This is an optimization exercise on Yosys and OpenROAD, whose aim is small area, a short achievable clock period and few clock cycles per item, not a production implementation.
Function was checked by simulation only, so behaviour that the tests miss may differ from the original.
No activity file was given, so power comes from the tool's default toggle rates.

### design/flow/flow/run.sh
#!/bin/bash
set -euo pipefail
MARGIN=${FLOW_SETUP_MARGIN:-6.6}
export BUFFER_PORTS_ARGS="-buffer_cell sky130_fd_sc_hd__buf_1"
sed "s/SETUP_SLACK_MARGIN=[0-9.]*/SETUP_SLACK_MARGIN=${MARGIN}/" standard.sh > standard_margin.sh
bash standard_margin.sh > standard.log 2>&1
### design/flow/standard.sh
#!/bin/bash
# synth_recipe.tcl (not shown) runs the flow's synth.tcl, then flattens the netlist and writes it again
# the make line also repeats each setting of config.mk as NAME=value (left out here)
make -C /OpenROAD-flow-scripts/flow DESIGN_CONFIG=/design/flow/config.mk WORK_HOME=/design/flow/orfs CLKGATE_MAP_FILE= SYNTH_SCRIPT=/design/flow/synth_recipe.tcl "${@:-finish}"
### design/flow/config.mk
export PLATFORM = sky130hd
export DESIGN_NAME = soc_curve_interp_validate
export DESIGN_NICKNAME = soc_curve_interp_validate
export VERILOG_FILES = /design/flow/design.v
export SDC_FILE = /design/flow/constraint.sdc
export NUM_CORES = 4
export LEC_CHECK = 0
export CAP_MARGIN = 20
export CORE_MARGIN = 2
export CORE_UTILIZATION = 40
export CTS_BUF_LIST = sky130_fd_sc_hd__clkbuf_8
export CTS_CLUSTER_DIAMETER = 150
export CTS_CLUSTER_SIZE = 50
export SETUP_SLACK_MARGIN = 5
export SLEW_MARGIN = 20
### design/flow/constraint.sdc
create_clock -name core_clock -period 10.0 [get_ports {clk}]
set_input_delay 2.0000 -clock core_clock [delete_from_list [all_inputs] [get_ports {clk}]]
set_output_delay 2.0000 -clock core_clock [all_outputs]
set_load 0.01 [all_outputs]
### design/flow/design.v
module soc_curve_interp_validate #(
  parameter int NUM_POINTS = 8
) (
  input  logic        clk,
  input  logic        rst,
  input  logic        cfg_wen,
  input  logic        cfg_index,
  input  logic [7:0]  cfg_data,
  input  logic        in_valid,
  output logic        in_ready,
  input  logic [19:0] in_data,
  output logic        out_valid,
  input  logic        out_ready,
  output logic [15:0] out_data
);
  logic [7:0] ve;
  logic [6:0] mt;
  logic       busy;
  always_ff @(posedge clk) begin
    if (rst) begin
      ve <= 8'd53;
      mt <= 7'd5;
    end else begin
      if (cfg_wen && cfg_index) mt <= cfg_data[6:0];
      if (cfg_wen && !cfg_index) ve <= cfg_data;
      else if (busy && eseg != 3'd5) ve <= {ve[1:0], ve[7:2]};
    end
  end
  logic [2:0]  eseg;    
  logic [1:0]  ebit;
  logic [13:0] acc;
  logic [1:0]  vbits;
  logic [15:0] mk;      
  logic [15:0] acc_sum;
  logic [13:0] acc_next;
  logic [4:0]  t1;
  logic [5:0]  t2;
  logic [6:0]  t3;
  logic [6:0]  t4;
  logic [5:0]  t5;
  assign vbits = ve[1:0];
  logic kt_new_n22, kt_new_n23, kt_new_n25, kt_new_n26, kt_new_n28, kt_new_n29, kt_new_n30, kt_new_n31, kt_new_n32, kt_new_n33, kt_new_n35, kt_new_n36, kt_new_n37, kt_new_n38, kt_new_n39, kt_new_n41, kt_new_n42, kt_new_n43, kt_new_n44, kt_new_n45, kt_new_n47, kt_new_n48, kt_new_n49, kt_new_n51, kt_new_n52, kt_new_n53, kt_new_n55, kt_new_n56, kt_new_n58, kt_new_n60, kt_new_n61, kt_new_n62, kt_new_n63, kt_new_n65, kt_new_n66, kt_new_n67, kt_new_n69, kt_new_n71, kt_new_n72, kt_new_n73, kt_new_n76;
  assign kt_new_n22 = ~eseg[2] & vbits[0];
  assign kt_new_n23 = eseg[1] & kt_new_n22;
  assign mk[15] = vbits[1] & kt_new_n23;
  assign kt_new_n25 = ~eseg[2] & vbits[1];
  assign kt_new_n26 = ~vbits[0] & kt_new_n25;
  assign mk[14] = eseg[1] & kt_new_n26;
  assign kt_new_n28 = eseg[1] & ~eseg[0];
  assign kt_new_n29 = ~eseg[1] & ~eseg[0];
  assign kt_new_n30 = ~eseg[2] & kt_new_n29;
  assign kt_new_n31 = vbits[0] & kt_new_n29;
  assign kt_new_n32 = eseg[2] & kt_new_n31;
  assign kt_new_n33 = ~kt_new_n23 & ~kt_new_n32;
  assign mk[0] = ~kt_new_n28 & ~kt_new_n33;
  assign kt_new_n35 = ~eseg[0] & vbits[1];
  assign kt_new_n36 = ~kt_new_n22 & ~kt_new_n35;
  assign kt_new_n37 = ~eseg[1] & ~kt_new_n36;
  assign kt_new_n38 = ~kt_new_n25 & ~kt_new_n37;
  assign kt_new_n39 = ~mk[0] & kt_new_n38;
  assign mk[3] = ~kt_new_n30 & ~kt_new_n39;
  assign kt_new_n41 = ~kt_new_n28 & mk[3];
  assign kt_new_n42 = vbits[1] & kt_new_n41;
  assign kt_new_n43 = vbits[0] & ~mk[15];
  assign kt_new_n44 = ~kt_new_n23 & ~kt_new_n25;
  assign kt_new_n45 = kt_new_n43 & ~kt_new_n44;
  assign mk[13] = kt_new_n42 | kt_new_n45;
  assign kt_new_n47 = ~mk[14] & ~kt_new_n37;
  assign kt_new_n48 = kt_new_n26 & ~kt_new_n47;
  assign kt_new_n49 = mk[3] & kt_new_n43;
  assign mk[12] = kt_new_n48 | kt_new_n49;
  assign kt_new_n51 = kt_new_n22 & mk[13];
  assign kt_new_n52 = ~eseg[0] & kt_new_n26;
  assign kt_new_n53 = ~kt_new_n31 & ~kt_new_n52;
  assign mk[9] = kt_new_n51 | ~kt_new_n53;
  assign kt_new_n55 = kt_new_n22 & mk[9];
  assign kt_new_n56 = ~eseg[1] & kt_new_n25;
  assign mk[11] = kt_new_n55 | kt_new_n56;
  assign kt_new_n58 = eseg[1] & kt_new_n42;
  assign mk[10] = ~kt_new_n47 | kt_new_n58;
  assign kt_new_n60 = ~vbits[1] & kt_new_n22;
  assign kt_new_n61 = ~kt_new_n26 & ~kt_new_n60;
  assign kt_new_n62 = ~mk[12] & ~kt_new_n61;
  assign kt_new_n63 = vbits[1] & ~kt_new_n33;
  assign mk[8] = kt_new_n62 | kt_new_n63;
  assign kt_new_n65 = ~kt_new_n22 & ~kt_new_n28;
  assign kt_new_n66 = ~kt_new_n47 & kt_new_n65;
  assign kt_new_n67 = ~mk[3] & ~kt_new_n66;
  assign mk[7] = ~mk[0] & ~kt_new_n67;
  assign kt_new_n69 = kt_new_n33 & ~kt_new_n60;
  assign mk[6] = kt_new_n66 | ~kt_new_n69;
  assign kt_new_n71 = ~kt_new_n23 & ~kt_new_n26;
  assign kt_new_n72 = eseg[0] & ~kt_new_n71;
  assign kt_new_n73 = kt_new_n31 & ~kt_new_n63;
  assign mk[5] = kt_new_n72 | kt_new_n73;
  assign mk[4] = ~kt_new_n31 & kt_new_n41;
  assign kt_new_n76 = ~mk[6] & ~mk[5];
  assign mk[2] = ~kt_new_n30 & ~kt_new_n76;
  assign mk[1] = kt_new_n41 & ~mk[8];
  assign acc_sum  = {2'b0, (ebit == 2'd0) ? 14'd0 : acc} + mk;
  assign acc_next = acc_sum[15:2];
  always_ff @(posedge clk) begin
    if (rst || (cfg_wen && !cfg_index)) begin
      busy <= 1'b1;
      eseg <= 3'd0;
      ebit <= 2'd0;
    end else if (busy) begin
      ebit <= ebit + 2'd1;
      if (ebit == 2'd3) eseg <= eseg + 3'd1;
      if (eseg == 3'd5) busy <= 1'b0;
    end
  end
  always_ff @(posedge clk) begin
    acc <= acc_next;
  end
  always_ff @(posedge clk) begin
    if (busy && ebit == 2'd0) begin
      case (eseg)
        3'd1: t1 <= acc[11:7];
        3'd2: t2 <= acc[12:7];
        3'd3: t3 <= acc[13:7];
        3'd4: t4 <= acc[13:7];
        3'd5: t5 <= acc[12:7];
        default: ;
      endcase
    end
  end
  logic [2:0] t6;
  logic [1:0] t7;
  logic t67_new_n14, t67_new_n15, t67_new_n16, t67_new_n17, t67_new_n18, t67_new_n19, t67_new_n21, t67_new_n22, t67_new_n23, t67_new_n24, t67_new_n25, t67_new_n26, t67_new_n27, t67_new_n28, t67_new_n30, t67_new_n31, t67_new_n32, t67_new_n33, t67_new_n34, t67_new_n35, t67_new_n36, t67_new_n37, t67_new_n38, t67_new_n39, t67_new_n40, t67_new_n41, t67_new_n42, t67_new_n43, t67_new_n44, t67_new_n45, t67_new_n46, t67_new_n47, t67_new_n48, t67_new_n51;
  assign t67_new_n14 = ve[7] & ve[6];
  assign t67_new_n15 = ve[2] & ve[1];
  assign t67_new_n16 = ~ve[3] & ~t67_new_n15;
  assign t67_new_n17 = ve[7] & ve[5];
  assign t67_new_n18 = ve[4] & t67_new_n17;
  assign t67_new_n19 = ~t67_new_n16 & t67_new_n18;
  assign t6[2] = t67_new_n14 | t67_new_n19;
  assign t67_new_n21 = ve[1] & ve[0];
  assign t67_new_n22 = ~ve[2] & ~t67_new_n21;
  assign t67_new_n23 = ve[6] & ve[4];
  assign t67_new_n24 = ve[3] & t67_new_n23;
  assign t67_new_n25 = ~t67_new_n22 & t67_new_n24;
  assign t67_new_n26 = ve[6] & ve[5];
  assign t67_new_n27 = ~ve[7] & ~t67_new_n26;
  assign t67_new_n28 = ~t67_new_n25 & t67_new_n27;
  assign t6[1] = ~t6[2] & ~t67_new_n28;
  assign t67_new_n30 = ~ve[4] & ~ve[2];
  assign t67_new_n31 = ~ve[3] & t67_new_n30;
  assign t67_new_n32 = t67_new_n26 & ~t67_new_n31;
  assign t67_new_n33 = t6[2] & t67_new_n32;
  assign t67_new_n34 = ~t6[2] & ~t67_new_n32;
  assign t67_new_n35 = ~t67_new_n33 & ~t67_new_n34;
  assign t67_new_n36 = ~ve[1] & ~ve[0];
  assign t67_new_n37 = t67_new_n30 & t67_new_n36;
  assign t67_new_n38 = ve[7] & ~t67_new_n37;
  assign t67_new_n39 = ~ve[6] & ~t67_new_n38;
  assign t67_new_n40 = ~t67_new_n25 & ~t67_new_n39;
  assign t67_new_n41 = ~ve[5] & ~t67_new_n40;
  assign t67_new_n42 = ve[3] & t67_new_n15;
  assign t67_new_n43 = ve[7] & ~ve[3];
  assign t67_new_n44 = ~ve[5] & ~t67_new_n43;
  assign t67_new_n45 = ~ve[4] & ~t67_new_n17;
  assign t67_new_n46 = ~t67_new_n44 & t67_new_n45;
  assign t67_new_n47 = ~t67_new_n42 & t67_new_n46;
  assign t67_new_n48 = ~t67_new_n41 & ~t67_new_n47;
  assign t6[0] = ~t67_new_n35 & t67_new_n48;
  assign t7[1] = t67_new_n14 & ~t67_new_n46;
  assign t67_new_n51 = ~ve[7] & ~t67_new_n32;
  assign t7[0] = ~t7[1] & ~t67_new_n51;
  logic        r0_v;
  logic [12:0] v;
  logic [6:0]  r0_c;
  logic [6:0]  e;
  logic ev_new_n21, ev_new_n22, ev_new_n23, ev_new_n24, ev_new_n25, ev_new_n26, ev_new_n27, ev_new_n28, ev_new_n29, ev_new_n30, ev_new_n31, ev_new_n33, ev_new_n34, ev_new_n35, ev_new_n36, ev_new_n37, ev_new_n38, ev_new_n39, ev_new_n40, ev_new_n41, ev_new_n42, ev_new_n43, ev_new_n44, ev_new_n45, ev_new_n46, ev_new_n47, ev_new_n48, ev_new_n49, ev_new_n50, ev_new_n51, ev_new_n52, ev_new_n53, ev_new_n54, ev_new_n55, ev_new_n56, ev_new_n57, ev_new_n58, ev_new_n59, ev_new_n60, ev_new_n61, ev_new_n62, ev_new_n63, ev_new_n64, ev_new_n65, ev_new_n66, ev_new_n67, ev_new_n68, ev_new_n69, ev_new_n70, ev_new_n71, ev_new_n72, ev_new_n73, ev_new_n74, ev_new_n75, ev_new_n76, ev_new_n77, ev_new_n78, ev_new_n79, ev_new_n80, ev_new_n81, ev_new_n82, ev_new_n83, ev_new_n84, ev_new_n85, ev_new_n86, ev_new_n87, ev_new_n88, ev_new_n89, ev_new_n90, ev_new_n91, ev_new_n92, ev_new_n93, ev_new_n94, ev_new_n95, ev_new_n96, ev_new_n97, ev_new_n98, ev_new_n99, ev_new_n100, ev_new_n101, ev_new_n102, ev_new_n103, ev_new_n104, ev_new_n105, ev_new_n106, ev_new_n107, ev_new_n108, ev_new_n109, ev_new_n110, ev_new_n111, ev_new_n112, ev_new_n113, ev_new_n114, ev_new_n115, ev_new_n116, ev_new_n117, ev_new_n118, ev_new_n119, ev_new_n120, ev_new_n121, ev_new_n122, ev_new_n123, ev_new_n125, ev_new_n126, ev_new_n127, ev_new_n128, ev_new_n130, ev_new_n131, ev_new_n132, ev_new_n133, ev_new_n134, ev_new_n135, ev_new_n136, ev_new_n137, ev_new_n138, ev_new_n139, ev_new_n140, ev_new_n141, ev_new_n142, ev_new_n143, ev_new_n144, ev_new_n145, ev_new_n146, ev_new_n147, ev_new_n148, ev_new_n150, ev_new_n151, ev_new_n152, ev_new_n153, ev_new_n154, ev_new_n155, ev_new_n156, ev_new_n157, ev_new_n158, ev_new_n159, ev_new_n160, ev_new_n161, ev_new_n162, ev_new_n163, ev_new_n164, ev_new_n165, ev_new_n166, ev_new_n167, ev_new_n168, ev_new_n169, ev_new_n170, ev_new_n171, ev_new_n172, ev_new_n173, ev_new_n174, ev_new_n175, ev_new_n176, ev_new_n177, ev_new_n178, ev_new_n179, ev_new_n180, ev_new_n181, ev_new_n182, ev_new_n183, ev_new_n184, ev_new_n185, ev_new_n186, ev_new_n187, ev_new_n188, ev_new_n189, ev_new_n190, ev_new_n191, ev_new_n192, ev_new_n193, ev_new_n194, ev_new_n195, ev_new_n196, ev_new_n197, ev_new_n198, ev_new_n199, ev_new_n200, ev_new_n201, ev_new_n202, ev_new_n203, ev_new_n204, ev_new_n205, ev_new_n206, ev_new_n207, ev_new_n208, ev_new_n209, ev_new_n210, ev_new_n211, ev_new_n212, ev_new_n213, ev_new_n214, ev_new_n215, ev_new_n216, ev_new_n217, ev_new_n218, ev_new_n219, ev_new_n220, ev_new_n221, ev_new_n222, ev_new_n223, ev_new_n224, ev_new_n225, ev_new_n226, ev_new_n227, ev_new_n228, ev_new_n229, ev_new_n230, ev_new_n231, ev_new_n232, ev_new_n234, ev_new_n235, ev_new_n236, ev_new_n237, ev_new_n238, ev_new_n239, ev_new_n240, ev_new_n241, ev_new_n242, ev_new_n243, ev_new_n244, ev_new_n245, ev_new_n246, ev_new_n247, ev_new_n248, ev_new_n249, ev_new_n250, ev_new_n251, ev_new_n252, ev_new_n253, ev_new_n254, ev_new_n255, ev_new_n256, ev_new_n257, ev_new_n258, ev_new_n259, ev_new_n260, ev_new_n261, ev_new_n262, ev_new_n263, ev_new_n264, ev_new_n265, ev_new_n266, ev_new_n267, ev_new_n268, ev_new_n269, ev_new_n270, ev_new_n271, ev_new_n272, ev_new_n273, ev_new_n275, ev_new_n276, ev_new_n277, ev_new_n278, ev_new_n279, ev_new_n280, ev_new_n281, ev_new_n282, ev_new_n283, ev_new_n284, ev_new_n285, ev_new_n286, ev_new_n287, ev_new_n288, ev_new_n289, ev_new_n290, ev_new_n291, ev_new_n292, ev_new_n293, ev_new_n294, ev_new_n295, ev_new_n296, ev_new_n297, ev_new_n298, ev_new_n299, ev_new_n300, ev_new_n301, ev_new_n302, ev_new_n303, ev_new_n304, ev_new_n305, ev_new_n306, ev_new_n307, ev_new_n308, ev_new_n309, ev_new_n310, ev_new_n311, ev_new_n312, ev_new_n313, ev_new_n314, ev_new_n315, ev_new_n316, ev_new_n317, ev_new_n318, ev_new_n319, ev_new_n320, ev_new_n321, ev_new_n322, ev_new_n323, ev_new_n324, ev_new_n325, ev_new_n326, ev_new_n327, ev_new_n328, ev_new_n329, ev_new_n330, ev_new_n331, ev_new_n332, ev_new_n333, ev_new_n334, ev_new_n335, ev_new_n336, ev_new_n337, ev_new_n338, ev_new_n339, ev_new_n340, ev_new_n341, ev_new_n342, ev_new_n343, ev_new_n344, ev_new_n345, ev_new_n346, ev_new_n347, ev_new_n348, ev_new_n349;
  assign ev_new_n21 = v[11] & v[10];
  assign ev_new_n22 = v[9] & ev_new_n21;
  assign ev_new_n23 = v[6] & v[4];
  assign ev_new_n24 = v[7] & ev_new_n23;
  assign ev_new_n25 = ~v[2] & ~v[1];
  assign ev_new_n26 = ~v[3] & ev_new_n25;
  assign ev_new_n27 = v[5] & v[4];
  assign ev_new_n28 = ~ev_new_n26 & ev_new_n27;
  assign ev_new_n29 = ev_new_n24 & ev_new_n28;
  assign ev_new_n30 = ~v[8] & ~ev_new_n29;
  assign ev_new_n31 = ev_new_n22 & ~ev_new_n30;
  assign e[6] = v[12] | ev_new_n31;
  assign ev_new_n33 = ~v[7] & v[6];
  assign ev_new_n34 = ~v[5] & ~v[4];
  assign ev_new_n35 = ~ev_new_n27 & ~ev_new_n34;
  assign ev_new_n36 = v[1] & v[0];
  assign ev_new_n37 = v[2] & ev_new_n36;
  assign ev_new_n38 = v[3] & ev_new_n37;
  assign ev_new_n39 = ev_new_n35 & ev_new_n38;
  assign ev_new_n40 = ~v[5] & ~ev_new_n39;
  assign ev_new_n41 = ev_new_n33 & ~ev_new_n40;
  assign ev_new_n42 = ~v[8] & v[6];
  assign ev_new_n43 = v[7] & ~v[6];
  assign ev_new_n44 = v[1] & ev_new_n43;
  assign ev_new_n45 = ~v[3] & ~ev_new_n33;
  assign ev_new_n46 = v[5] & ~v[2];
  assign ev_new_n47 = ~v[4] & ev_new_n46;
  assign ev_new_n48 = ev_new_n45 & ev_new_n47;
  assign ev_new_n49 = ~ev_new_n44 & ev_new_n48;
  assign ev_new_n50 = v[8] & ev_new_n49;
  assign ev_new_n51 = ~v[1] & ~v[0];
  assign ev_new_n52 = v[2] & ~ev_new_n51;
  assign ev_new_n53 = v[7] & ~ev_new_n52;
  assign ev_new_n54 = v[5] & v[3];
  assign ev_new_n55 = ~ev_new_n53 & ev_new_n54;
  assign ev_new_n56 = ~ev_new_n27 & ~ev_new_n55;
  assign ev_new_n57 = ev_new_n43 & ~ev_new_n56;
  assign ev_new_n58 = ~v[5] & ~v[3];
  assign ev_new_n59 = ~ev_new_n26 & ~ev_new_n58;
  assign ev_new_n60 = ev_new_n24 & ~ev_new_n59;
  assign ev_new_n61 = ~v[7] & ~v[6];
  assign ev_new_n62 = ~v[2] & ~ev_new_n36;
  assign ev_new_n63 = ~ev_new_n53 & ~ev_new_n62;
  assign ev_new_n64 = ~v[3] & ~ev_new_n63;
  assign ev_new_n65 = v[3] & ~ev_new_n62;
  assign ev_new_n66 = ~v[7] & ~v[4];
  assign ev_new_n67 = ~ev_new_n65 & ev_new_n66;
  assign ev_new_n68 = ~ev_new_n64 & ~ev_new_n67;
  assign ev_new_n69 = v[5] & ev_new_n68;
  assign ev_new_n70 = ~ev_new_n61 & ~ev_new_n69;
  assign ev_new_n71 = ~ev_new_n37 & ev_new_n45;
  assign ev_new_n72 = ~ev_new_n38 & ~ev_new_n71;
  assign ev_new_n73 = ~v[4] & ev_new_n72;
  assign ev_new_n74 = ~ev_new_n70 & ev_new_n73;
  assign ev_new_n75 = ~ev_new_n60 & ~ev_new_n74;
  assign ev_new_n76 = ~ev_new_n57 & ~ev_new_n75;
  assign ev_new_n77 = ~v[5] & ~ev_new_n68;
  assign ev_new_n78 = ~v[6] & ~v[4];
  assign ev_new_n79 = ~ev_new_n23 & ~ev_new_n78;
  assign ev_new_n80 = ev_new_n77 & ev_new_n79;
  assign ev_new_n81 = v[3] & ~ev_new_n61;
  assign ev_new_n82 = ~ev_new_n36 & ev_new_n81;
  assign ev_new_n83 = v[2] & v[1];
  assign ev_new_n84 = ~v[7] & ev_new_n83;
  assign ev_new_n85 = v[7] & ~ev_new_n83;
  assign ev_new_n86 = ~ev_new_n84 & ~ev_new_n85;
  assign ev_new_n87 = v[6] & ~v[4];
  assign ev_new_n88 = v[5] & ev_new_n87;
  assign ev_new_n89 = ev_new_n86 & ev_new_n88;
  assign ev_new_n90 = ~ev_new_n54 & ~ev_new_n78;
  assign ev_new_n91 = ~ev_new_n35 & ev_new_n52;
  assign ev_new_n92 = ~ev_new_n90 & ev_new_n91;
  assign ev_new_n93 = ~ev_new_n89 & ~ev_new_n92;
  assign ev_new_n94 = ~ev_new_n82 & ~ev_new_n93;
  assign ev_new_n95 = v[3] & ev_new_n83;
  assign ev_new_n96 = ev_new_n87 & ev_new_n95;
  assign ev_new_n97 = ~v[2] & ev_new_n51;
  assign ev_new_n98 = ev_new_n78 & ev_new_n97;
  assign ev_new_n99 = ~ev_new_n96 & ~ev_new_n98;
  assign ev_new_n100 = v[7] & ~ev_new_n99;
  assign ev_new_n101 = ~ev_new_n94 & ~ev_new_n100;
  assign ev_new_n102 = ~ev_new_n80 & ev_new_n101;
  assign ev_new_n103 = ~ev_new_n76 & ev_new_n102;
  assign ev_new_n104 = ~v[8] & ~ev_new_n103;
  assign ev_new_n105 = ~ev_new_n50 & ~ev_new_n104;
  assign ev_new_n106 = ~ev_new_n42 & ev_new_n105;
  assign ev_new_n107 = ev_new_n58 & ~ev_new_n99;
  assign ev_new_n108 = ev_new_n34 & ~ev_new_n65;
  assign ev_new_n109 = v[6] & ~ev_new_n28;
  assign ev_new_n110 = ~ev_new_n108 & ev_new_n109;
  assign ev_new_n111 = ~ev_new_n107 & ~ev_new_n110;
  assign ev_new_n112 = ~ev_new_n106 & ~ev_new_n111;
  assign ev_new_n113 = ~ev_new_n41 & ~ev_new_n112;
  assign ev_new_n114 = v[7] & ~v[5];
  assign ev_new_n115 = v[6] & ev_new_n114;
  assign ev_new_n116 = ev_new_n113 & ~ev_new_n115;
  assign ev_new_n117 = v[8] & ~v[6];
  assign ev_new_n118 = ~ev_new_n42 & ~ev_new_n117;
  assign ev_new_n119 = ~ev_new_n116 & ev_new_n118;
  assign ev_new_n120 = ev_new_n116 & ~ev_new_n118;
  assign ev_new_n121 = v[7] & ev_new_n22;
  assign ev_new_n122 = ~ev_new_n120 & ev_new_n121;
  assign ev_new_n123 = ~ev_new_n119 & ev_new_n122;
  assign e[5] = v[12] | ev_new_n123;
  assign ev_new_n125 = ~v[12] & ev_new_n22;
  assign ev_new_n126 = ~ev_new_n57 & ev_new_n116;
  assign ev_new_n127 = v[8] & ev_new_n43;
  assign ev_new_n128 = ev_new_n126 & ~ev_new_n127;
  assign e[4] = ev_new_n125 & ~ev_new_n128;
  assign ev_new_n130 = ev_new_n27 & ~ev_new_n113;
  assign ev_new_n131 = ~ev_new_n35 & ~ev_new_n87;
  assign ev_new_n132 = ~ev_new_n77 & ~ev_new_n131;
  assign ev_new_n133 = ~ev_new_n69 & ev_new_n132;
  assign ev_new_n134 = ev_new_n37 & ~ev_new_n133;
  assign ev_new_n135 = ~v[7] & ~ev_new_n134;
  assign ev_new_n136 = ~ev_new_n111 & ~ev_new_n135;
  assign ev_new_n137 = ev_new_n111 & ev_new_n133;
  assign ev_new_n138 = ~ev_new_n136 & ~ev_new_n137;
  assign ev_new_n139 = ~ev_new_n130 & ev_new_n138;
  assign ev_new_n140 = ~v[8] & ~ev_new_n139;
  assign ev_new_n141 = v[8] & v[7];
  assign ev_new_n142 = ~ev_new_n126 & ~ev_new_n141;
  assign ev_new_n143 = v[5] & ~ev_new_n49;
  assign ev_new_n144 = ~v[6] & ~ev_new_n143;
  assign ev_new_n145 = v[6] & ev_new_n143;
  assign ev_new_n146 = ~ev_new_n144 & ~ev_new_n145;
  assign ev_new_n147 = ~ev_new_n142 & ev_new_n146;
  assign ev_new_n148 = ~ev_new_n140 & ~ev_new_n147;
  assign e[3] = ev_new_n125 & ~ev_new_n148;
  assign ev_new_n150 = v[12] & ~v[11];
  assign ev_new_n151 = ~v[10] & ~v[9];
  assign ev_new_n152 = ~v[8] & ev_new_n151;
  assign ev_new_n153 = ev_new_n150 & ev_new_n152;
  assign ev_new_n154 = ~v[3] & ev_new_n34;
  assign ev_new_n155 = ev_new_n61 & ~ev_new_n83;
  assign ev_new_n156 = ev_new_n154 & ev_new_n155;
  assign ev_new_n157 = ev_new_n153 & ev_new_n156;
  assign ev_new_n158 = v[12] & ~ev_new_n157;
  assign ev_new_n159 = v[5] & ev_new_n62;
  assign ev_new_n160 = v[6] & ~ev_new_n52;
  assign ev_new_n161 = ~ev_new_n97 & ~ev_new_n160;
  assign ev_new_n162 = ~ev_new_n159 & ev_new_n161;
  assign ev_new_n163 = v[7] & ev_new_n162;
  assign ev_new_n164 = ~ev_new_n72 & ~ev_new_n163;
  assign ev_new_n165 = ev_new_n78 & ~ev_new_n164;
  assign ev_new_n166 = ev_new_n61 & ~ev_new_n77;
  assign ev_new_n167 = v[4] & v[1];
  assign ev_new_n168 = ~ev_new_n83 & ~ev_new_n167;
  assign ev_new_n169 = ~v[6] & ~v[0];
  assign ev_new_n170 = ~ev_new_n168 & ev_new_n169;
  assign ev_new_n171 = ~ev_new_n25 & ~ev_new_n83;
  assign ev_new_n172 = ~v[6] & v[4];
  assign ev_new_n173 = ~ev_new_n171 & ev_new_n172;
  assign ev_new_n174 = ~v[6] & ~v[2];
  assign ev_new_n175 = ~v[4] & ~ev_new_n174;
  assign ev_new_n176 = ev_new_n171 & ev_new_n175;
  assign ev_new_n177 = ~ev_new_n173 & ~ev_new_n176;
  assign ev_new_n178 = ~ev_new_n170 & ev_new_n177;
  assign ev_new_n179 = v[5] & ev_new_n178;
  assign ev_new_n180 = ev_new_n62 & ev_new_n87;
  assign ev_new_n181 = v[3] & ~ev_new_n97;
  assign ev_new_n182 = ~ev_new_n180 & ev_new_n181;
  assign ev_new_n183 = ~ev_new_n179 & ~ev_new_n182;
  assign ev_new_n184 = ~ev_new_n166 & ev_new_n183;
  assign ev_new_n185 = ~ev_new_n74 & ev_new_n184;
  assign ev_new_n186 = ev_new_n165 & ev_new_n185;
  assign ev_new_n187 = ~ev_new_n23 & ~ev_new_n133;
  assign ev_new_n188 = ~ev_new_n186 & ev_new_n187;
  assign ev_new_n189 = v[5] & ~ev_new_n61;
  assign ev_new_n190 = v[3] & ~ev_new_n25;
  assign ev_new_n191 = ev_new_n24 & ev_new_n190;
  assign ev_new_n192 = ~ev_new_n189 & ~ev_new_n191;
  assign ev_new_n193 = ev_new_n99 & ~ev_new_n192;
  assign ev_new_n194 = ~v[8] & ~ev_new_n193;
  assign ev_new_n195 = ~ev_new_n188 & ev_new_n194;
  assign ev_new_n196 = ev_new_n61 & ev_new_n108;
  assign ev_new_n197 = ~v[6] & ~ev_new_n55;
  assign ev_new_n198 = v[2] & ~ev_new_n27;
  assign ev_new_n199 = ev_new_n53 & ~ev_new_n198;
  assign ev_new_n200 = ~v[7] & ev_new_n36;
  assign ev_new_n201 = ev_new_n198 & ev_new_n200;
  assign ev_new_n202 = ~v[3] & ~ev_new_n201;
  assign ev_new_n203 = ~ev_new_n199 & ev_new_n202;
  assign ev_new_n204 = v[6] & ~ev_new_n154;
  assign ev_new_n205 = ev_new_n62 & ~ev_new_n78;
  assign ev_new_n206 = ~ev_new_n204 & ev_new_n205;
  assign ev_new_n207 = ~ev_new_n203 & ev_new_n206;
  assign ev_new_n208 = ~ev_new_n197 & ev_new_n207;
  assign ev_new_n209 = ~ev_new_n196 & ~ev_new_n208;
  assign ev_new_n210 = ~ev_new_n143 & ev_new_n209;
  assign ev_new_n211 = ev_new_n95 & ~ev_new_n178;
  assign ev_new_n212 = v[8] & ~ev_new_n211;
  assign ev_new_n213 = ~v[8] & ev_new_n181;
  assign ev_new_n214 = ev_new_n57 & ~ev_new_n213;
  assign ev_new_n215 = ~ev_new_n212 & ~ev_new_n214;
  assign ev_new_n216 = v[9] & ~ev_new_n215;
  assign ev_new_n217 = ~ev_new_n210 & ev_new_n216;
  assign ev_new_n218 = ev_new_n29 & ev_new_n215;
  assign ev_new_n219 = ev_new_n55 & ev_new_n165;
  assign ev_new_n220 = ~v[4] & ev_new_n83;
  assign ev_new_n221 = v[5] & ~v[3];
  assign ev_new_n222 = ~ev_new_n220 & ev_new_n221;
  assign ev_new_n223 = ~ev_new_n39 & ~ev_new_n222;
  assign ev_new_n224 = ev_new_n33 & ~ev_new_n223;
  assign ev_new_n225 = ev_new_n29 & ~ev_new_n71;
  assign ev_new_n226 = ~v[9] & ~ev_new_n225;
  assign ev_new_n227 = ev_new_n21 & ~ev_new_n226;
  assign ev_new_n228 = ~ev_new_n224 & ev_new_n227;
  assign ev_new_n229 = ~ev_new_n219 & ev_new_n228;
  assign ev_new_n230 = ~ev_new_n218 & ev_new_n229;
  assign ev_new_n231 = ~ev_new_n217 & ev_new_n230;
  assign ev_new_n232 = ~ev_new_n195 & ev_new_n231;
  assign e[2] = ev_new_n158 | ev_new_n232;
  assign ev_new_n234 = v[2] & ev_new_n130;
  assign ev_new_n235 = v[7] & ~ev_new_n167;
  assign ev_new_n236 = ~ev_new_n36 & ev_new_n235;
  assign ev_new_n237 = ~ev_new_n174 & ~ev_new_n235;
  assign ev_new_n238 = ~ev_new_n236 & ~ev_new_n237;
  assign ev_new_n239 = v[2] & ev_new_n23;
  assign ev_new_n240 = ev_new_n51 & ev_new_n78;
  assign ev_new_n241 = ev_new_n58 & ~ev_new_n240;
  assign ev_new_n242 = ~ev_new_n239 & ev_new_n241;
  assign ev_new_n243 = ~ev_new_n238 & ev_new_n242;
  assign ev_new_n244 = ev_new_n185 & ~ev_new_n243;
  assign ev_new_n245 = ev_new_n24 & ev_new_n244;
  assign ev_new_n246 = v[4] & ~ev_new_n164;
  assign ev_new_n247 = ev_new_n209 & ~ev_new_n246;
  assign ev_new_n248 = ~v[6] & ev_new_n114;
  assign ev_new_n249 = ev_new_n65 & ev_new_n248;
  assign ev_new_n250 = ev_new_n215 & ~ev_new_n249;
  assign ev_new_n251 = ~ev_new_n247 & ~ev_new_n250;
  assign ev_new_n252 = ~ev_new_n245 & ~ev_new_n251;
  assign ev_new_n253 = ev_new_n105 & ev_new_n252;
  assign ev_new_n254 = ~ev_new_n58 & ~ev_new_n79;
  assign ev_new_n255 = ~ev_new_n97 & ev_new_n254;
  assign ev_new_n256 = ev_new_n195 & ev_new_n255;
  assign ev_new_n257 = ev_new_n253 & ~ev_new_n256;
  assign ev_new_n258 = ~ev_new_n234 & ev_new_n257;
  assign ev_new_n259 = ev_new_n125 & ~ev_new_n258;
  assign ev_new_n260 = ev_new_n40 & ev_new_n43;
  assign ev_new_n261 = ~v[12] & v[8];
  assign ev_new_n262 = ev_new_n21 & ev_new_n261;
  assign ev_new_n263 = ~ev_new_n41 & ev_new_n262;
  assign ev_new_n264 = ~ev_new_n260 & ev_new_n263;
  assign ev_new_n265 = ~v[7] & ev_new_n226;
  assign ev_new_n266 = ~v[5] & ~ev_new_n95;
  assign ev_new_n267 = ev_new_n90 & ~ev_new_n266;
  assign ev_new_n268 = v[7] & ~ev_new_n44;
  assign ev_new_n269 = ev_new_n267 & ~ev_new_n268;
  assign ev_new_n270 = ~ev_new_n226 & ~ev_new_n269;
  assign ev_new_n271 = ~ev_new_n265 & ~ev_new_n270;
  assign ev_new_n272 = ev_new_n264 & ev_new_n271;
  assign ev_new_n273 = ~ev_new_n157 & ~ev_new_n272;
  assign e[1] = ev_new_n259 | ~ev_new_n273;
  assign ev_new_n275 = ~v[4] & ~ev_new_n84;
  assign ev_new_n276 = ev_new_n58 & ~ev_new_n97;
  assign ev_new_n277 = ~ev_new_n275 & ev_new_n276;
  assign ev_new_n278 = ev_new_n253 & ev_new_n277;
  assign ev_new_n279 = ~ev_new_n49 & ev_new_n209;
  assign ev_new_n280 = ~ev_new_n244 & ~ev_new_n279;
  assign ev_new_n281 = ~v[2] & v[1];
  assign ev_new_n282 = ~ev_new_n200 & ~ev_new_n281;
  assign ev_new_n283 = ev_new_n23 & ~ev_new_n282;
  assign ev_new_n284 = v[4] & ev_new_n36;
  assign ev_new_n285 = v[7] & v[2];
  assign ev_new_n286 = ~ev_new_n78 & ev_new_n285;
  assign ev_new_n287 = ~ev_new_n284 & ev_new_n286;
  assign ev_new_n288 = ~ev_new_n52 & ev_new_n61;
  assign ev_new_n289 = ~v[1] & v[0];
  assign ev_new_n290 = ev_new_n66 & ev_new_n289;
  assign ev_new_n291 = ~ev_new_n288 & ~ev_new_n290;
  assign ev_new_n292 = ~ev_new_n287 & ev_new_n291;
  assign ev_new_n293 = ~ev_new_n283 & ev_new_n292;
  assign ev_new_n294 = ev_new_n155 & ev_new_n293;
  assign ev_new_n295 = ~ev_new_n280 & ~ev_new_n294;
  assign ev_new_n296 = ~ev_new_n278 & ev_new_n295;
  assign ev_new_n297 = v[9] & ~ev_new_n296;
  assign ev_new_n298 = v[4] & ~v[0];
  assign ev_new_n299 = ev_new_n26 & ev_new_n298;
  assign ev_new_n300 = v[9] & ~ev_new_n181;
  assign ev_new_n301 = ~ev_new_n299 & ev_new_n300;
  assign ev_new_n302 = ev_new_n260 & ~ev_new_n301;
  assign ev_new_n303 = ev_new_n203 & ~ev_new_n226;
  assign ev_new_n304 = v[7] & ~ev_new_n35;
  assign ev_new_n305 = ~v[9] & ~ev_new_n304;
  assign ev_new_n306 = ~v[5] & v[2];
  assign ev_new_n307 = v[7] & v[0];
  assign ev_new_n308 = ~ev_new_n298 & ~ev_new_n307;
  assign ev_new_n309 = ev_new_n306 & ~ev_new_n308;
  assign ev_new_n310 = v[3] & ~ev_new_n86;
  assign ev_new_n311 = ~ev_new_n309 & ev_new_n310;
  assign ev_new_n312 = ~ev_new_n305 & ev_new_n311;
  assign ev_new_n313 = ev_new_n204 & ~ev_new_n312;
  assign ev_new_n314 = ~ev_new_n303 & ev_new_n313;
  assign ev_new_n315 = ~ev_new_n302 & ~ev_new_n314;
  assign ev_new_n316 = ~ev_new_n297 & ev_new_n315;
  assign ev_new_n317 = ev_new_n262 & ~ev_new_n316;
  assign ev_new_n318 = v[1] & ev_new_n78;
  assign ev_new_n319 = ~ev_new_n162 & ~ev_new_n318;
  assign ev_new_n320 = ~ev_new_n76 & ev_new_n215;
  assign ev_new_n321 = ~ev_new_n319 & ~ev_new_n320;
  assign ev_new_n322 = ev_new_n215 & ~ev_new_n293;
  assign ev_new_n323 = ~ev_new_n321 & ~ev_new_n322;
  assign ev_new_n324 = ev_new_n54 & ~ev_new_n323;
  assign ev_new_n325 = ev_new_n23 & ev_new_n213;
  assign ev_new_n326 = ~ev_new_n267 & ~ev_new_n325;
  assign ev_new_n327 = ~ev_new_n114 & ev_new_n326;
  assign ev_new_n328 = ev_new_n68 & ~ev_new_n185;
  assign ev_new_n329 = ev_new_n209 & ~ev_new_n328;
  assign ev_new_n330 = ~ev_new_n178 & ~ev_new_n329;
  assign ev_new_n331 = v[7] & ev_new_n25;
  assign ev_new_n332 = ~ev_new_n326 & ev_new_n331;
  assign ev_new_n333 = ~ev_new_n330 & ~ev_new_n332;
  assign ev_new_n334 = ~ev_new_n327 & ~ev_new_n333;
  assign ev_new_n335 = ev_new_n46 & ~ev_new_n298;
  assign ev_new_n336 = ~ev_new_n167 & ~ev_new_n306;
  assign ev_new_n337 = ~ev_new_n335 & ev_new_n336;
  assign ev_new_n338 = ~v[7] & ~v[5];
  assign ev_new_n339 = ev_new_n51 & ~ev_new_n338;
  assign ev_new_n340 = ev_new_n45 & ~ev_new_n339;
  assign ev_new_n341 = ~ev_new_n54 & ~ev_new_n81;
  assign ev_new_n342 = ~ev_new_n340 & ev_new_n341;
  assign ev_new_n343 = ~ev_new_n337 & ev_new_n342;
  assign ev_new_n344 = ~ev_new_n244 & ~ev_new_n343;
  assign ev_new_n345 = ~v[8] & ~ev_new_n344;
  assign ev_new_n346 = ~ev_new_n334 & ~ev_new_n345;
  assign ev_new_n347 = ~ev_new_n324 & ev_new_n346;
  assign ev_new_n348 = ev_new_n125 & ~ev_new_n347;
  assign ev_new_n349 = ~ev_new_n157 & ~ev_new_n348;
  assign e[0] = ev_new_n317 | ~ev_new_n349;
  logic [2:0] sg;
  always_comb begin
    if (v >= 13'd3893) sg = 3'd1;
    else if (v >= 13'd3783) sg = 3'd2;
    else if (v >= 13'd3721) sg = 3'd3;
    else if (v >= 13'd3686) sg = 3'd4;
    else if (v >= 13'd3575) sg = 3'd5;
    else if (v >= 13'd3487) sg = 3'd6;
    else sg = 3'd7;
  end
  logic [6:0] t_raw;
  always_comb begin
    case (sg)
      3'd1: t_raw = {2'd0, t1};
      3'd2: t_raw = {1'd0, t2};
      3'd3: t_raw = t3;
      3'd4: t_raw = t4;
      3'd5: t_raw = {1'd0, t5};
      3'd6: t_raw = {4'd0, t6};
      default: t_raw = {5'd0, t7};
    endcase
  end
  logic       r1_v;
  logic [6:0] r1_e, r1_c, r1_t;
  logic [6:0] tol;
  logic [7:0] d;
  logic [6:0] ad;
  logic       ok;
  assign tol = (r1_t < mt) ? mt : r1_t;
  assign d   = {1'b0, r1_c} - {1'b0, r1_e};
  assign ad  = d[7] ? 7'(-d) : d[6:0];
  assign ok  = (ad < r1_t) || (ad < mt);
  logic       s_v;
  logic       s_ok, h_ok;
  logic [6:0] s_e, s_t, h_e, h_t;
  logic       h_free, r1_en, r0_en;
  assign h_free = !out_valid || out_ready;
  assign r1_en  = !r1_v || !s_v;
  assign r0_en  = !r0_v || r1_en;
  logic       r0_v_n, r1_v_n, s_v_n, busy_n;
  always_comb begin
    r0_v_n = r0_en ? (in_valid && in_ready) : r0_v;
    r1_v_n = r1_en ? r0_v : r1_v;
    s_v_n  = h_free ? 1'b0 : (s_v || r1_v);
    busy_n = (cfg_wen && !cfg_index) || (busy && eseg != 3'd5);
  end
  always_ff @(posedge clk) begin
    if (rst) begin
      r0_v      <= 1'b0;
      r1_v      <= 1'b0;
      s_v       <= 1'b0;
      out_valid <= 1'b0;
      in_ready  <= 1'b0;
    end else begin
      r0_v      <= r0_v_n;
      r1_v      <= r1_v_n;
      s_v       <= s_v_n;
      out_valid <= h_free ? (s_v || r1_v) : 1'b1;
      in_ready  <= !busy_n && (!r0_v_n || !r1_v_n || !s_v_n);
    end
  end
  always_ff @(posedge clk) begin
    if (r0_en) begin
      v    <= in_data[19:7];
      r0_c <= in_data[6:0];
    end
    if (r1_en) begin
      r1_e <= e;
      r1_c <= r0_c;
      r1_t <= t_raw;
    end
    if (!s_v) begin
      s_ok <= ok;
      s_e  <= r1_e;
      s_t  <= tol;
    end
    if (h_free) begin
      if (s_v) begin
        h_ok <= s_ok;
        h_e  <= s_e;
        h_t  <= s_t;
      end else begin
        h_ok <= ok;
        h_e  <= r1_e;
        h_t  <= tol;
      end
    end
  end
  assign out_data = {h_ok, h_e, 1'b0, h_t};
endmodule
==> impl_results.md, run 1 <==
* Status: no timing/DRC/antenna violations
* Number of global-route vias before repair at 6401
* Diode count at 0
* Die Area at 22600 um2
* Yosys top cell by area: edfxtp_1
* Final critical-path share of the clock period at 34.0%
* Synth top area share at 30.5%
* Post-synth EDFFs at 87
* Grt total ovfl at 0
* Pwr Total at 1570 uW
* Seq/Total Area, Yosys at 43.4%
* Count of buffer and inverter cells on the critical path at 2
* Clk buf depth at 2
* Crit path time final at 3.40 ns
* Post-synth top flop: edfxtp_1
* CP max FO at 5
* Critical-path top delay cell: dfxtp_4
* Finished Layout Cells at 1236
* FP Rows at 53
* WL/cell at 16.9 um
* Post-Synth Simple-Gate Area at 16.5%
* FFs w/ async S/R, synth at 0%
* Pre-Repair DR Iteration Count at 6
* Logic pwr share at 22.7%
* DP Cell Count at 1173
* Critical path depth at 19
* Crit-path max cell delay at 0.36 ns
* Clock skew at 0.0121 ns
* Synth cell types at 82
* Flop pwr share at 45.6%
* Final Setup Violations at 0
* Placed Area at 8920 um2
* Worst Setup EP: acc[12]
* Final Max Tran Viols at 0
* Finished Cell Area at 9840 um2
* YS warnings at 1
* DP HPWL at 14200 um
* Clock root cell: clkbuf_8
* Count leader, synth: edfxtp_1
* Psw at 497 uW
* Leak at 0.00384 uW
* Clock share of power at 31.7%
* Area Overhead vs Synth at 14.9%
* CTS sink count at 142
* Critical path cell sequence: inv_2 > ha_4 > mux2_4 > nand3b_1 > a31o_4 > o32ai_4 > o21ai_1 > a21oi_1 > o22ai_2 > buf_4 > ha_4 > nand2_4 > nand2_2 > a21o_1 > a221o_1 > a21oi_2 > o21ai_4 > a31oi_4 > xnor2_1
* Die Y at 150 um
* Core area at 21000 um2
* R2R Setup Slk at 6.60 ns
* Type of the worst setup path: flip-flop to flip-flop
* Worst R2R End: acc[12]
* Clock tree from TritonCTS: done
* Crit path top cell by count: ha_4
* Post-synthesis compound-gate area fraction at 19.7%
* Post-DRT Antenna Nets at 0
* Cell Int Power at 1080 uW
* DRT iter0 DRCs at 634
* Post-synthesis cell count at 892
* CP Launch Type: flip-flop
* Routed WL at 20900 um
* Min-Delay Startpoint: r0_c[5]
* Number of port buffers at 50
* RSZ-0062 raised after global routing: true
* All-layer global routing usage at 18.8%
* Adder-Cell Fraction of Synth Area at 9.35%
* Num CTS Buffers at 17
* Count of final hold-check violations at 0
* Avg Cell Area, Syn at 9.60 um2
* Layout cells sized above 1 at 14.6%
* Starting Density at 40.7%
* Largest net degree at the start of global routing at 35
* Sw Ratio at 31.6%
* Syn nets at 987
* Initial antenna violation count at 0
* Worst R2R Start: eseg[0]
* Nets@finish at 1043
* Worst vdd ir at 0.0832 mV
* Gp weighted congestion at 0.941
* Vias per std cell at 5.51
* Worst-Margin Slew at 0.907 ns
* Clk latency of the worst-skew pair at 0.46 ns
* Post-Synth XOR/XNOR Area at 2.86%
* Slew margin rel. at 39.4%
* CTS Hold Buffers Added at 0
* CTS HTree Levels at 4
* Flops & latches, synth at 142
* Worst-path clk slew at 0.09 ns
* Top post-synthesis cells by area: edfxtp_1 (31%), dfxtp_1 (13%), ha_1 (8.8%), a21oi_1 (3.7%), nand2_1 (3.6%)
* First-pass GRT wire length at 33400 um
* # DRC at 0
* Worst Path Arrival at 3.79 ns
* Post-synthesis mux area share at 3.08%
* # Max-Cap Violations at 0
* Die W at 150 um
* Data required, critical path at 10.39 ns
* R2r worst-path depth at 19
* Post-Synthesis Cell Area at 8560 um2
* Largest family of logic cells by synthesized area: compound AO/OA/AOI/OAI gates
* Setup TNS at 0 ns
* Delay-heaviest family, CP: compound AO/OA/AOI/OAI gates
* Synth top cells by count: edfxtp_1 (87), nand2_1 (82), nor2_1 (65)
* Critical path origin: eseg[0]
* Num ports at 52
* DR vias at 6811
* Pwr Density at 160 nW/um2
* Worst hold path class: flip-flop to flip-flop
* Critical Path End Type: flip-flop
* F_max at 294 MHz
cell type report:
| cell class | instances | area (um2) |
|---|---|---|
| Clock inverter | 15 | 196 |
| Multi-Input combinational cell | 648 | 4650 |
| Tap cell | 275 | 344 |
| Timing Repair Buffer | 89 | 480 |
| Sequential cell | 142 | 3730 |
| Clock buffer | 17 | 234 |
| Inverter | 50 | 200 |
| Fill cell | 1949 | 11200 |
how the worst min path moves through the flow:
stage	end	slack, ns	cells after the start
floorplan	r1_c[0]	0.40	0
global placement	r1_c[6]	0.40	0
detailed placement	r1_c[5]	0.40	0
CTS	r1_c[5]	0.43	0
global route	r1_c[6]	0.44	0
finish	r1_c[5]	0.42	0
flip-flops by register name, summed over array words and instances (netlist names), 2 cells and up:
register / count
r1_c: 7
s_e: 7
r0_c: 7
ebit: 2
v: 13
acc: 14
t1: 5
t5: 6
t2: 6
mt: 7
r1_t: 7
t3: 7
t4: 7
ve: 8
s_t: 7
r1_e: 7
h_e: 7
eseg: 3
h_t: 7
placed cells by master, fill, tap and decap left out, types with 8 or more instances in the layout:
cell type	netlist	routed
buf_1	3	50
o22ai_1	9	8
nor3_1	12	12
and3_1	8	8
or2_2	8	8
mux2i_1	23	23
ha_1	60	55
nand2b_1	16	16
a31oi_1	15	13
inv_1	47	42
nor2_1	65	63
buf_4	3	39
a21oi_1	64	56
a211oi_1	9	9
clkbuf_8	0	17
o21ai_1	7	10
a21o_1	16	16
xnor2_1	21	20
nor2b_1	25	24
o21ai_0	42	36
edfxtp_1	87	87
dfxtp_1	55	50
o211ai_1	8	8
nand2_1	82	80
nand3_1	23	23
power groups by stage:
stage          Combinational (uW)  Sequential (uW)  Clock, uW
3_3_place_gp                  296              732          0
2_1_floorplan                 240              716          0
4_1_cts                       316              720        507
5_1_grt                       396              728        536
3_5_place_dp                  296              734          0
6_report                      357              719        498
routing by layer:
| layer | GRT usage, % | wire [um] | vias to the layer above |
|---|---|---|---|
| met2 | 29.4 | 9810 | 268 |
| met5 | 0 | 0 | - |
| met1 | 26.0 | 9310 | 3127 |
| met3 | 4.33 | 1440 | 35 |
| li1 | - | - | 3381 |
| met4 | 5.75 | 351 | 0 |
kinds of logic after synthesis:
| group | count (synthesis) |
|---|---|
| buffers and inverters | 102 |
| xor gates and xnor gates | 28 |
| adders and majority gates | 64 |
| other | 1 |
| muxes | 26 |
| AOI/OAI and AO/OA | 249 |
| DFF | 142 |
| and+or+nand+nor | 280 |
through the flow:
| stage | worst slack, ns | utilization (%) | hold slack (ns) |
|---|---|---|---|
| after detailed placement | 6.15 | 42.4 | 0.405 |
| after global routing | 6.51 | 46.8 | 0.441 |
| final | 6.60 | 46.8 | 0.420 |
| after CTS | 6.60 | 45.5 | 0.427 |
| after global placement | 6.27 | 42.4 | 0.404 |
| after floorplan | 6.61 | - | 0.400 |
timing repair:
item                                    4_1_cts  5_1_grt
endpoints found under the setup margin       18       17
buffers inserted                             14       17
pin swaps                                    16       32
resized for setup                            28       36
Testbench counts, summed over its fixed seeds: cycles 3,376, items 3,200.
==> run 2: changes to the inputs <==
--- a/design/flow/config.mk
+++ b/design/flow/config.mk
@@ -7,5 +7,6 @@
 export LEC_CHECK = 0
+export ABC_AREA = 1
 export CAP_MARGIN = 20
 export CORE_MARGIN = 2
-export CORE_UTILIZATION = 40
+export CORE_UTILIZATION = 50
 export CTS_BUF_LIST = sky130_fd_sc_hd__clkbuf_8
==> impl_results.md, run 2 <==
* Status: no timing/DRC/antenna violations (unchanged)
* F_max at 318 MHz (was 294 MHz)
* Count leader, synth: nand2_1 (was edfxtp_1)
* Pre-Repair DR Iteration Count at 5 (was 6)
* FP Rows at 47 (was 53)
* Worst-Margin Slew at 0.930 ns (was 0.907 ns)
* Delay-heaviest family, CP: compound AO/OA/AOI/OAI gates (unchanged)
* Worst Hold Depth at 0 (unchanged)
* Num CTS Buffers at 17 (unchanged)
* DP HPWL at 15000 um (was 14200 um)
* Setup TNS at 0 ns (unchanged)
* Routed WL at 20100 um (was 20900 um)
* Pwr Total at 1530 uW (was 1570 uW)
* Layout cells sized above 1 at 11.1% (was 14.6%)
* Final critical-path share of the clock period at 31.4% (was 34.0%)
* Initial antenna violation count at 0 (unchanged)
* Synth cell types at 57 (was 82)
* Cell Int Power at 1050 uW (was 1080 uW)
* Gp weighted congestion at 0.970 (was 0.941)
* Sw Ratio at 31.8% (was 31.6%)
* Post-synthesis mux area share at 0% (was 3.08%)
* Number of global-route vias before repair at 6569 (was 6401)
* All-layer global routing usage at 23.3% (was 18.8%)
* Synth top area share at 31.1% (was 30.5%)
* CTS HTree Levels at 4 (unchanged)
* Largest register FFs at 14 (unchanged)
* Min-Delay Startpoint: r0_c[2] (was r0_c[5])
* Worst R2R End: acc[12] (unchanged)
* Post-DRT Antenna Nets at 0 (unchanged)
* Number of port buffers at 50 (unchanged)
* Worst R2R Start: eseg[0] (unchanged)
* Type of the worst setup path: flip-flop to flip-flop (unchanged)
* Worst vdd ir at 0.103 mV (was 0.0832 mV)
* Worst hold path class: flip-flop to flip-flop (unchanged)
* Fillcell total at 1542 (was 1949)
* Multi-input gate area at 4110 um2 (was 4650 um2)
* CTS sink count at 142 (unchanged)
* Area Overhead vs Synth at 9.77% (was 14.9%)
* Largest net degree at the start of global routing at 31 (was 35)
* Post-Synthesis Cell Area at 8400 um2 (was 8560 um2)
* Clock root cell: clkbuf_8 (unchanged)
* YS warnings at 1 (unchanged)
* Die Y at 134 um (was 150 um)
* Post-synth top flop: edfxtp_1 (unchanged)
* R2R Setup Slk at 6.86 ns (was 6.60 ns)
* Leak at 0.00400 uW (was 0.00384 uW)
* Worst-path clk slew at 0.08 ns (was 0.09 ns)
* Critical path cell sequence: inv_2 > ha_2 > nand2_2 > o21ai_2 > inv_2 > nor2_4 > inv_2 > a31oi_4 > inv_2 > nor2_2 > inv_1 > a21oi_1 > ha_1 > nand2_1 > nor2_1 > a211oi_2 > o21ai_2 > a21oi_2 > o21ai_2 > nand2_1 > nand3_2 > xor2_1 (was inv_2 > ha_4 > mux2_4 > nand3b_1 > a31o_4 > o32ai_4 > o21ai_1 > a21oi_1 > o22ai_2 > buf_4 > ha_4 > nand2_4 > nand2_2 > a21o_1 > a221o_1 > a21oi_2 > o21ai_4 > a31oi_4 > xnor2_1)
* Post-synthesis compound-gate area fraction at 13.6% (was 19.7%)
* Data required, critical path at 10.35 ns (was 10.39 ns)
* Grt total ovfl at 0 (unchanged)
* DR vias at 6891 (was 6811)
* # Max-Cap Violations at 0 (unchanged)
* Count of buffer and inverter cells on the critical path at 5 (was 2)
* Flops & latches, synth at 142 (unchanged)
* Post-Synth XOR/XNOR Area at 2.61% (was 2.86%)
* Diode count at 0 (unchanged)
* DRT iter0 DRCs at 587 (was 634)
* Seq/Total Area, Yosys at 44.2% (was 43.4%)
* Final Max Tran Viols at 0 (unchanged)
* Clk latency of the worst-skew pair at 0.46 ns (about the same)
* Avg Cell Area, Syn at 8.46 um2 (was 9.60 um2)
* Largest regs: acc x14, v x13, ve x8 (unchanged)
* Clock skew at 0.0169 ns (was 0.0121 ns)
* Psw at 487 uW (was 497 uW)
* RSZ-0062 raised after global routing: true (unchanged)
* R2r worst-path depth at 22 (was 19)
* Clock share of power at 29.3% (was 31.7%)
* Yosys top cell by area: edfxtp_1 (unchanged)
* Flop pwr share at 48.1% (was 45.6%)
* Most common cell after layout, fill and taps aside: nand2_1 (was edfxtp_1)
* Pwr Density at 166 nW/um2 (was 160 nW/um2)
* Syn nets at 1088 (was 987)
* Core area at 16500 um2 (was 21000 um2)
* Nets@finish at 1139 (was 1043)
* Final Setup Violations at 0 (unchanged)
* FFs w/ async S/R, synth at 0% (unchanged)
* Final WS setup at 6.86 ns (was 6.60 ns)
* Starting Density at 50.8% (was 40.7%)
* Top post-synthesis cells by area: edfxtp_1 (31%), dfxtp_1 (13%), nand2_1 (9.3%), ha_1 (8.9%), inv_1 (4.9%) (was edfxtp_1 (31%), dfxtp_1 (13%), ha_1 (8.8%), a21oi_1 (3.7%), nand2_1 (3.6%))
* Logic pwr share at 22.6% (was 22.7%)
* Crit path top cell by count: inv_2 (was ha_4)
* CP Launch Type: flip-flop (unchanged)
* Critical-path top delay cell: dfxtp_2 (was dfxtp_4)
* First-pass GRT wire length at 33000 um (was 33400 um)
* Reg with most FFs: acc (unchanged)
* Clk buf depth at 2 (unchanged)
* WL/cell at 15.7 um (was 16.9 um)
* # DRC at 0 (unchanged)
* Post-synthesis cell count at 993 (was 892)
* Critical Path End Type: flip-flop (unchanged)
* Crit-path max cell delay at 0.37 ns (was 0.36 ns)
* Commonest cells after routing, fill and taps aside: nand2_1 (206), inv_1 (110), edfxtp_1 (87), nor2_1 (79), o21ai_0 (60) (was edfxtp_1 (87), nand2_1 (80), nor2_1 (63), a21oi_1 (56), ha_1 (55))
* CP max FO at 6 (was 5)
* Crit path time final at 3.14 ns (was 3.40 ns)
* Die W at 134 um (was 150 um)
* Register Area at 3720 um2 (was 3730 um2)
* Largest family of logic cells by synthesized area: simple AND/OR/NAND/NOR gates (was compound AO/OA/AOI/OAI gates)
* Synth top cells by count: nand2_1 (208), inv_1 (110), edfxtp_1 (87) (was edfxtp_1 (87), nand2_1 (82), nor2_1 (65))
* WHS Endpoint: r1_c[2] (was r1_c[5])
* Clock tree from TritonCTS: done (unchanged)
* Count of final hold-check violations at 0 (unchanged)
* Num ports at 52 (unchanged)
* Vias per std cell at 5.40 (was 5.51)
* Die Area at 17900 um2 (was 22600 um2)
* Worst Path Arrival at 3.49 ns (was 3.79 ns)
* Adder-Cell Fraction of Synth Area at 9.17% (was 9.35%)
* Slew margin rel. at 37.9% (was 39.4%)
* Post-synth EDFFs at 87 (unchanged)
* Pre-CTS setup slack at 6.51 ns (was 6.15 ns)
* Post-Synth Simple-Gate Area at 23.0% (was 16.5%)
* CTS Hold Buffers Added at 0 (unchanged)
## run 2: changes by cell type after synthesis, sizes merged, moves of 16 or more
cell,before,now
nor2b,25,0
clkbuf,27,11
inv,47,127
nand2,82,220
nand2b,16,0
nand3,23,56
nand4,6,27
mux2i,23,0
nor2,65,91
o21ai,49,70
## run 2: cell families (layout without fill, tap and decap cells)
group                    count (synthesis)  after routing
AND/OR/NAND/NOR                        420            420
AO/OA/AOI/OAI                          190            190
buffers and inverters                  154            218
flip-flops                             142            142
adder cells (fa/ha/maj)                 61             61
XOR/XNOR                                25             25
other                                    1              1
## run 2: how the worst max path moves through the flow
stage,start,end,slack [ns],depth (start not counted)
floorplan,cfg_wen,ve[0],6.84,7
detailed placement,cfg_wen,ve[0],6.51,8
global route,ve[1],acc[12],6.56,22
global placement,cfg_wen,ve[0],6.56,8
CTS,eseg[0],acc[12],6.65,22
finish,eseg[0],acc[12],6.86,22
## run 2: layout make-up
type                    instances  share of cell area, %
multi-input cells             697                   44.6
flip-flops and latches        142                   40.4
inverters                     129                   5.29
well taps                     220                   2.98
repair buffers                 57                   2.60
clock buffers                  17                   2.54
clock inverters                15                   1.59
## run 2: what timing repair did
item / CTS / global route
setup endpoints to repair: 4 / 19
pin swaps: 2 / 4
resized for setup: 4 / 16
setup buffers: 1 / 5
## run 2: routing by layer
metal / wire (um) / global-route usage [%] / vias up / part of all wire (%)
met5: 0 / 0 / - / 0
met4: 430 / 8.22 / 0 / 2.1
met3: 1270 / 4.07 / 33 / 6.3
met2: 9010 / 36.4 / 237 / 45
met1: 9380 / 32.7 / 3124 / 47
li1: - / - / 3497 / -
## run 2: stage by stage
step,hold slack (ns),area [um2],util (%),cells
3_5_place_dp,0.406,8740,52.9,1239
6_report,0.423,9220,55.8,1277
4_1_cts,0.423,9150,55.3,1272
2_1_floorplan,0.400,8400,-,993
5_1_grt,0.429,9220,55.8,1277
3_3_place_gp,0.402,8740,52.9,1239
## run 2: power groups by stage
stage / logic (uW) / registers (uW) / clock network (uW)
after floorplan: 260 / 738 / 0
after global placement: 332 / 750 / 0
after detailed placement: 335 / 752 / 0
after CTS: 338 / 738 / 460
after global routing: 396 / 744 / 480
final: 347 / 737 / 449
==> run 3: changes to the inputs <==
--- a/design/flow/config.mk
+++ b/design/flow/config.mk
@@ -10,3 +10,3 @@
 export CORE_MARGIN = 2
-export CORE_UTILIZATION = 50
+export CORE_UTILIZATION = 58
 export CTS_BUF_LIST = sky130_fd_sc_hd__clkbuf_8
==> impl_results.md, run 3 <==
* Pre-Repair DR Iteration Count at 6 (was 5)
* Final Max Tran Viols at 0 (unchanged)
* Seq/Total Area, Yosys at 44.2% (unchanged)
* FFs w/ async S/R, synth at 0% (unchanged)
* Final WS setup at 6.86 ns (about the same)
* Number of global-route vias before repair at 6497 (was 6569)
* First-pass GRT wire length at 31100 um (was 33000 um)
* Type of the worst setup path: flip-flop to flip-flop (unchanged)
* All-layer global routing usage at 24.8% (was 23.3%)
* Post-Synthesis Cell Area at 8400 um2 (unchanged)
* R2r worst-path depth at 21 (was 22)
* Data required, critical path at 10.35 ns (about the same)
* FP Rows at 43 (was 47)
* Critical path depth at 21 (was 22)
* Vias per std cell at 5.62 (was 5.40)
* CTS HTree Levels at 4 (unchanged)
* Nets@finish at 1143 (was 1139)
* Post-synthesis cell count at 993 (unchanged)
* Synth top cells by count: nand2_1 (208), inv_1 (110), edfxtp_1 (87) (unchanged)
* F_max at 319 MHz (was 318 MHz)
* Pwr Density at 167 nW/um2 (was 166 nW/um2)
* Leak at 0.00402 uW (was 0.00400 uW)
* R2R Setup Slk at 6.86 ns (about the same)
* Diode count at 0 (unchanged)
* Fillcell total at 1211 (was 1542)
* Number of port buffers at 50 (unchanged)
* Flops & latches, synth at 142 (unchanged)
* Starting Density at 60.1% (was 50.8%)
* CP Launch Type: flip-flop (unchanged)
* Status: no timing/DRC/antenna violations (unchanged)
* Hold_ws at 0.424 ns (was 0.423 ns)
* Area Overhead vs Synth at 9.72% (was 9.77%)
* Worst Path Arrival at 3.49 ns (about the same)
* Num ports at 52 (unchanged)
* # DRC at 0 (unchanged)
* Count leader, synth: nand2_1 (unchanged)
* YS warnings at 1 (unchanged)
* Worst Hold Depth at 0 (unchanged)
* Core area at 14000 um2 (was 16500 um2)
* Count of buffer and inverter cells on the critical path at 3 (was 5)
* Num CTS Buffers at 17 (unchanged)
* Layout cells sized above 1 at 11.9% (was 11.1%)
* Delay-heaviest family, CP: simple AND/OR/NAND/NOR gates (was compound AO/OA/AOI/OAI gates)
* Reg with most FFs: acc (unchanged)
* Critical-path top delay cell: dfxtp_2 (unchanged)
* CTS Hold Buffers Added at 0 (unchanged)
* DP HPWL at 14400 um (was 15000 um)
* Final critical-path share of the clock period at 31.4% (about the same)
* Avg Cell Area, Syn at 8.46 um2 (unchanged)
* Crit path time final at 3.14 ns (about the same)
* Worst-path clk slew at 0.09 ns (was 0.08 ns)
* RSZ-0062 raised after global routing: true (unchanged)
* Die W at 124 um (was 134 um)
* Pre-CTS setup slack at 6.50 ns (was 6.51 ns)
* Critical path cell sequence: inv_2 > ha_2 > nand2_1 > o21ai_2 > inv_2 > nor2_4 > inv_2 > a31oi_4 > nand3_1 > nand2_1 > a21oi_1 > or2_1 > nor2_1 > ha_2 > nand4_1 > o21ai_2 > a21oi_2 > o21ai_2 > nand2_1 > nand3_2 > xor2_1 (was inv_2 > ha_2 > nand2_2 > o21ai_2 > inv_2 > nor2_4 > inv_2 > a31oi_4 > inv_2 > nor2_2 > inv_1 > a21oi_1 > ha_1 > nand2_1 > nor2_1 > a211oi_2 > o21ai_2 > a21oi_2 > o21ai_2 > nand2_1 > nand3_2 > xor2_1)
* Routed WL at 19400 um (was 20100 um)
* Post-DRT Antenna Nets at 0 (unchanged)
* Final Setup Violations at 0 (unchanged)
* Top post-synthesis cells by area: edfxtp_1 (31%), dfxtp_1 (13%), nand2_1 (9.3%), ha_1 (8.9%), inv_1 (4.9%) (unchanged)
* Worst hold path class: flip-flop to flip-flop (unchanged)
* Largest register FFs at 14 (unchanged)
* Post-synth EDFFs at 87 (unchanged)
* Post-synth top flop: edfxtp_1 (unchanged)
* Worst vdd ir at 0.147 mV (was 0.103 mV)
* CTS sink count at 142 (unchanged)
* Clock tree from TritonCTS: done (unchanged)
* Grt total ovfl at 0 (unchanged)
* Yosys top cell by area: edfxtp_1 (unchanged)
* Critical Path End Type: flip-flop (unchanged)
* Slew margin rel. at 26.7% (was 37.9%)
* Setup TNS at 0 ns (unchanged)
* WL/cell at 15.6 um (was 15.7 um)
* Syn nets at 1088 (unchanged)
* DR vias at 6980 (was 6891)
* Die Y at 124 um (was 134 um)
* Most common cell after layout, fill and taps aside: nand2_1 (unchanged)
* Die Area at 15500 um2 (was 17900 um2)
* Count of final hold-check violations at 0 (unchanged)
* Crit-path max cell delay at 0.37 ns (about the same)
* Worst-Margin Slew at 1.09 ns (was 0.930 ns)
* DRT iter0 DRCs at 602 (was 587)
* Clock skew at 0.0138 ns (was 0.0169 ns)
* Initial antenna violation count at 0 (unchanged)
* Clk latency of the worst-skew pair at 0.46 ns (about the same)
* Commonest cells after routing, fill and taps aside: nand2_1 (207), inv_1 (106), edfxtp_1 (87), nor2_1 (77), o21ai_0 (59) (was nand2_1 (206), inv_1 (110), edfxtp_1 (87), nor2_1 (79), o21ai_0 (60))
* Largest net degree at the start of global routing at 31 (unchanged)
* CP max FO at 6 (unchanged)
* Synth top area share at 31.1% (unchanged)
* Clock root cell: clkbuf_8 (unchanged)
* Clk buf depth at 2 (unchanged)
* Largest regs: acc x14, v x13, ve x8 (unchanged)
* # Max-Cap Violations at 0 (unchanged)
* Gp weighted congestion at 0.989 (was 0.970)
* Synth cell types at 57 (unchanged)
[run 3: cell counts after synthesis]
No cell type changed its count.
[run 3: repair_timing]
action	in CTS	in global routing
gates resized for setup	3	20
pin swaps	0	6
endpoints found under the setup margin	4	16
setup buffers	0	11
[run 3: worst register-to-register path, delay by kind of cell (launching register included)]
| family | cells | cell delay [ns] |
|---|---|---|
| AND/OR/NAND/NOR | 9 | 1.04 |
| AO/OA/AOI/OAI | 6 | 0.76 |
| XOR/XNOR | 1 | 0.14 |
| flip-flops | 1 | 0.37 |
| adder cells (fa/ha/maj) | 2 | 0.51 |
| buffers and inverters | 3 | 0.22 |
[run 3: worst paths after layout]
path              startpoint  endpoint
hold / removal       r0_c[0]   r1_c[0]
setup / recovery     eseg[0]   acc[12]
hold reg to reg      r0_c[0]   r1_c[0]
setup reg to reg     eseg[0]   acc[12]
[run 3: logic make-up after synthesis]
logic type,after synthesis,share of synthesized area [%]
DFF,142,44.2
xor gates and xnor gates,25,2.61
AOI/OAI and AO/OA,190,13.6
adders and majority gates,61,9.17
buffers and inverters,154,7.33
other,1,0.0446
and+or+nand+nor,420,23.0
[run 3: per-stage QoR]
step	utilization (%)	cell area, um2	std cells	power [uW]
3_3_place_gp	62.1	8680	1198	1080
2_1_floorplan	-	8400	993	998
3_5_place_dp	62.1	8680	1198	1090
5_1_grt	65.9	9220	1241	1620
6_report	65.9	9220	1241	1540
4_1_cts	64.9	9080	1230	1530
[run 3: layer usage]
metal  vias to the layer above  share of wire, %  GRT usage [%]
li1                       3509                 -              -
met1                      3146                45           33.2
met2                       287                45           39.6
met3                        38               7.9           6.44
met4                         0               2.3           7.80
met5                         -                 0              0
[run 3: report_power, final]
group / total (uW) / internal (uW) / switching (uW)
sequential: 740 / 696 / 44.0
combinational: 347 / 132 / 215
clock: 453 / 212 / 240
total: 1540 / 1040 / 499
[run 3: area by class of cell]
class,instances,area (um2),area share (%)
clock inverters,14,143,1.55
flip-flops and latches,142,3720,40.4
inverters,129,492,5.33
repair buffers,61,270,2.93
clock buffers,18,248,2.69
well taps,180,225,2.44
multi-input cells,697,4120,44.7

==> separate check: timing with driven ports <==
In the flow no input, the clock included, has a driving cell. The finished layouts below were timed again as built, in two steps.
Step 1: set_driving_cell puts a clkbuf_16 on clk and a buf_2 on each other input, an assumption about the parent block.
Step 2 times the ports against the registers' clock, not the clock port: input delays grow and output delays shrink by t, the midpoint of the rising clock arrivals with the driver on.
a / b / c = ideal ports / drivers / drivers and shift; a / b = the first two.
run	t (ns)	setup WS [ns]	worst setup path at the end	worst slew at a driven data input, ns	cell pins on the clock port's net
run 1	0.499	6.597 / 6.597 / 6.403	input to register	0.03	1
run 2	0.489	6.860 / 6.860 / 6.438	input to register	0.04	1
run 3	0.489	6.865 / 6.865 / 6.465	input to register	0.03	1
After both steps every run listed still meets setup and hold. The setup slack of run 2, which loses most, moves by 0.000 ns with the drivers and by -0.422 ns with both steps.
